Source: an optimization exercise on an open RTL-to-GDS flow (aim: small area, a short achievable clock period and few clock cycles). Production flows keep margins and buffers that such runs may drop. In this exercise RTL edits were held to simulation tests only and were not proved equivalent to the original.

==> inputs of job 7319 <==
## qpsk_carrier_recovery_loop
module qpsk_carrier_recovery_loop
#(
    parameter int SAMPLE_WIDTH = 16
)
(
    input  logic                           clk,
    input  logic                           rst_n,
    input  logic                           in_valid,
    output logic                           in_stall,
    input  logic                           opcode,
    input  logic signed [SAMPLE_WIDTH-1:0] sample_re,
    input  logic signed [SAMPLE_WIDTH-1:0] sample_im,
    input  logic signed [SAMPLE_WIDTH-1:0] cosample_im,
    output logic                           out_valid,
    input  logic                           out_stall,
    output logic signed [SAMPLE_WIDTH-1:0] mixed_re,
    output logic signed [SAMPLE_WIDTH-1:0] mixed_im,
    output logic signed [31:0]             freq_estimate,
    output logic                           locked,
    output logic                           locked_once,
    input  logic                           cfg_write,
    input  logic [1:0]                     cfg_index,
    input  logic [31:0]                    cfg_data
);
==> flow/config.mk <==
export PLATFORM = sky130hd
export DESIGN_NAME = qpsk_carrier_recovery_loop
export DESIGN_NICKNAME = qpsk_carrier_recovery_loop
export VERILOG_FILES = /design/flow/design.v
export SDC_FILE = /design/flow/constraint.sdc
export NUM_CORES = 4
export LEC_CHECK = 0
export CAP_MARGIN = 10
export CORE_MARGIN = 2
export CORE_UTILIZATION = 50
export CTS_BUF_LIST = sky130_fd_sc_hd__clkbuf_16
export CTS_CLUSTER_DIAMETER = 100
export CTS_CLUSTER_SIZE = 30
export PLACE_DENSITY = 0.7
export SETUP_SLACK_MARGIN = 5
export SLEW_MARGIN = 10
export SYNTH_MEMORY_MAX_BITS = 32768
==> flow/constraint.sdc <==
create_clock -name core_clock -period 12.0 [get_ports {clk}]
set_input_delay 2.4000 -clock core_clock [delete_from_list [all_inputs] [get_ports {clk}]]
set_output_delay 2.4000 -clock core_clock [all_outputs]
set_load 0.01 [all_outputs]
run.sh (not shown) runs the stock make flow with config.mk's settings and CLKGATE_MAP_FILE= SYNTH_SCRIPT=/design/flow/synth_recipe.tcl, a recipe that flattens the netlist after the stock synthesis.
==> job 4426 (differences from job 7319) <==
CAP_MARGIN = 20   (was 10)
CORE_UTILIZATION = 60   (was 50)
CTS_BUF_LIST = unset   (was sky130_fd_sc_hd__clkbuf_16)
CTS_CLUSTER_DIAMETER = unset   (was 100)
CTS_CLUSTER_SIZE = unset   (was 30)
PLACE_DENSITY = 0.75   (was 0.7)
SLEW_MARGIN = 20   (was 10)
==> job 7556 (differences from job 7319) <==
CTS_BUF_LIST = sky130_fd_sc_hd__clkbuf_8 sky130_fd_sc_hd__clkbuf_16   (was sky130_fd_sc_hd__clkbuf_16)
CTS_CLUSTER_DIAMETER = 80   (was 100)
CTS_CLUSTER_SIZE = 25   (was 30)
==> comparison <==
- Between job 7556 and job 4426, the lower final cell count is in job 4426 (gap 3.1%, measured against job 4426).
- Between job 7556 and job 4426, the lower maximum frequency is in job 4426 (gap about 0.7%, measured against job 4426).
- Of job 7556 and job 4426, job 7556 has the higher worst setup slack (gap 46 ps).
- Final area: job 7319 < job 7556 < job 4426.
- In job 7556 the count of clock-buffer cells in the layout is higher than in job 7319, by 19.
Testbench counts of job 7319, summed over its fixed seeds: cycles 3,264.
Testbench counts of job 4426, summed over its fixed seeds: cycles 3,264.
Testbench counts of job 7556, summed over its fixed seeds: cycles 3,264.

* * *

==> inputs of v11 <==
Another version of the RTL of qpsk_carrier_recovery_loop (not shown whole).
// qpsk_carrier_recovery_loop
module qpsk_carrier_recovery_loop
#(
    parameter int SAMPLE_WIDTH = 16
)
(
    input  logic                           clk,
    input  logic                           rst_n,
    input  logic                           in_valid,
    output logic                           in_stall,
    input  logic                           opcode,
    input  logic signed [SAMPLE_WIDTH-1:0] sample_re,
    input  logic signed [SAMPLE_WIDTH-1:0] sample_im,
    input  logic signed [SAMPLE_WIDTH-1:0] cosample_im,
    output logic                           out_valid,
    input  logic                           out_stall,
    output logic signed [SAMPLE_WIDTH-1:0] mixed_re,
    output logic signed [SAMPLE_WIDTH-1:0] mixed_im,
    output logic signed [31:0]             freq_estimate,
    output logic                           locked,
    output logic                           locked_once,
    input  logic                           cfg_write,
    input  logic [1:0]                     cfg_index,
    input  logic [31:0]                    cfg_data
);
    function automatic logic [4:0] booth8(input logic [3:0] b);
        logic c1, c0, cm, neg;
        neg = b[3] & ~(b[2] & b[1] & b[0]);
        c1 = b[2] ^ b[3];
        c0 = b[1] ^ b[3];
        cm = b[0] ^ b[3];
        booth8 = {neg,
                  c1 & c0 & cm,
                  c1 & (c0 ^ cm),
                  (~c1 & c0 & cm) | (c1 & ~c0 & ~cm),
                  ~c1 & (c0 ^ cm)};
    endfunction
  ...
==> flow/config.mk <==
export PLATFORM = sky130hd
export DESIGN_NAME = qpsk_carrier_recovery_loop
export DESIGN_NICKNAME = qpsk_carrier_recovery_loop
export VERILOG_FILES = /design/flow/design.v
export SDC_FILE = /design/flow/constraint.sdc
export NUM_CORES = 4
export LEC_CHECK = 0
export CAP_MARGIN = 20
export CORE_MARGIN = 2
export CORE_UTILIZATION = 50
export CTS_BUF_LIST = sky130_fd_sc_hd__clkbuf_8 sky130_fd_sc_hd__clkbuf_16
export CTS_CLUSTER_DIAMETER = 80
export CTS_CLUSTER_SIZE = 25
export PLACE_DENSITY = 0.7
export SETUP_SLACK_MARGIN = 5
export SLEW_MARGIN = 20
export SYNTH_MEMORY_MAX_BITS = 32768
==> flow/constraint.sdc <==
create_clock -name core_clock -period 12.0 [get_ports {clk}]
set_input_delay 2.4000 -clock core_clock [delete_from_list [all_inputs] [get_ports {clk}]]
set_output_delay 2.4000 -clock core_clock [all_outputs]
set_load 0.01 [all_outputs]
==> v31 (differences from v11) <==
--- a/flow/config.mk
+++ b/flow/config.mk
@@ -9,7 +9,4 @@
 export CORE_MARGIN = 2
 export CORE_UTILIZATION = 50
-export CTS_BUF_LIST = sky130_fd_sc_hd__clkbuf_8 sky130_fd_sc_hd__clkbuf_16
-export CTS_CLUSTER_DIAMETER = 80
-export CTS_CLUSTER_SIZE = 25
 export PLACE_DENSITY = 0.7
 export SETUP_SLACK_MARGIN = 5
==> comparison table <==
GR met2 Demand/Resource: v31 49.1%; v11 49.0%
Clock Network Area Fraction: v31 3.20%; v11 2.48%
Nets: v31 12700; v11 12700
Clock skew after layout: v31 0.0581 ns; v11 0.0472 ns
Number of gates on the worst path with buffers counted: v31 8; v11 22
Critical R2R Capture: v31 gadd_b[32]$_SDFFCE_PP0N_; v11 gadd_a[32]$_SDFFCE_PP0N_
Clock tree buffer count of the final layout: v31 131; v11 79
Multi-input gate share of total cell area: v31 62.1%; v11 62.6%
Sequential cell area share: v31 24.1%; v11 24.3%
Start of the worst register-to-register path: v31 gsel[14]$_DFFE_PN_; v11 alpha_reg[14]$_DFFE_PN0P_
All-layer global routing usage: v31 31.6%; v11 31.5%
Result of the run: v31 timing/DRC/antenna clean; v11 timing/DRC/antenna clean
Worst-skew pair later-pin latency: v31 0.80 ns; v11 0.78 ns
Met1 routing resource usage after global routing: v31 42.9%; v11 42.8%
Cell area after layout: v31 114000 um2; v11 113000 um2
Fillers: v31 18700; v11 18800
Testbench counts of v11, summed over its fixed seeds: cycles 3,264.
Testbench counts of v31, summed over its fixed seeds: cycles 3,264.

[port drivers added, routing unchanged]
The flow's constraints put no driver on any port. The routed layouts listed below were extracted and timed again, unchanged, in two steps. Step 1: set_driving_cell puts a clkbuf_16 on clk and a buf_2 on each other input, an assumption about the parent block. Step 2, shift: input delay + t, output delay - t, t = (earliest + latest rising clock arrival at the registers) / 2. This alone moves slack from input paths to output paths. Three values: no drivers, after step 1, after step 2; two values: the first two.
| run | t (ns) | slack for setup (ns) | hold WS [ns] |
|---|---|---|---|
| job 7319 | 0.828 | 5.149 / 5.121 / 5.055 | 0.427 / 0.427 / 0.427 |
| job 4426 | 0.860 | 5.100 / 5.066 / 4.959 | 0.417 / 0.417 / 0.417 |
| job 7556 | 0.837 | 5.146 / 5.118 / 5.020 | 0.415 / 0.415 / 0.415 |
| v11 | 0.841 | 5.089 / 5.089 / 4.776 | 0.411 / 0.411 / 0.411 |
| v31 | 0.855 | 5.115 / 5.092 / 4.790 | 0.415 / 0.415 / 0.415 |
After both steps every run listed still meets setup and hold. For v31, which loses most, drivers alone change the setup slack by -0.023 ns; drivers and shift together by -0.325 ns.
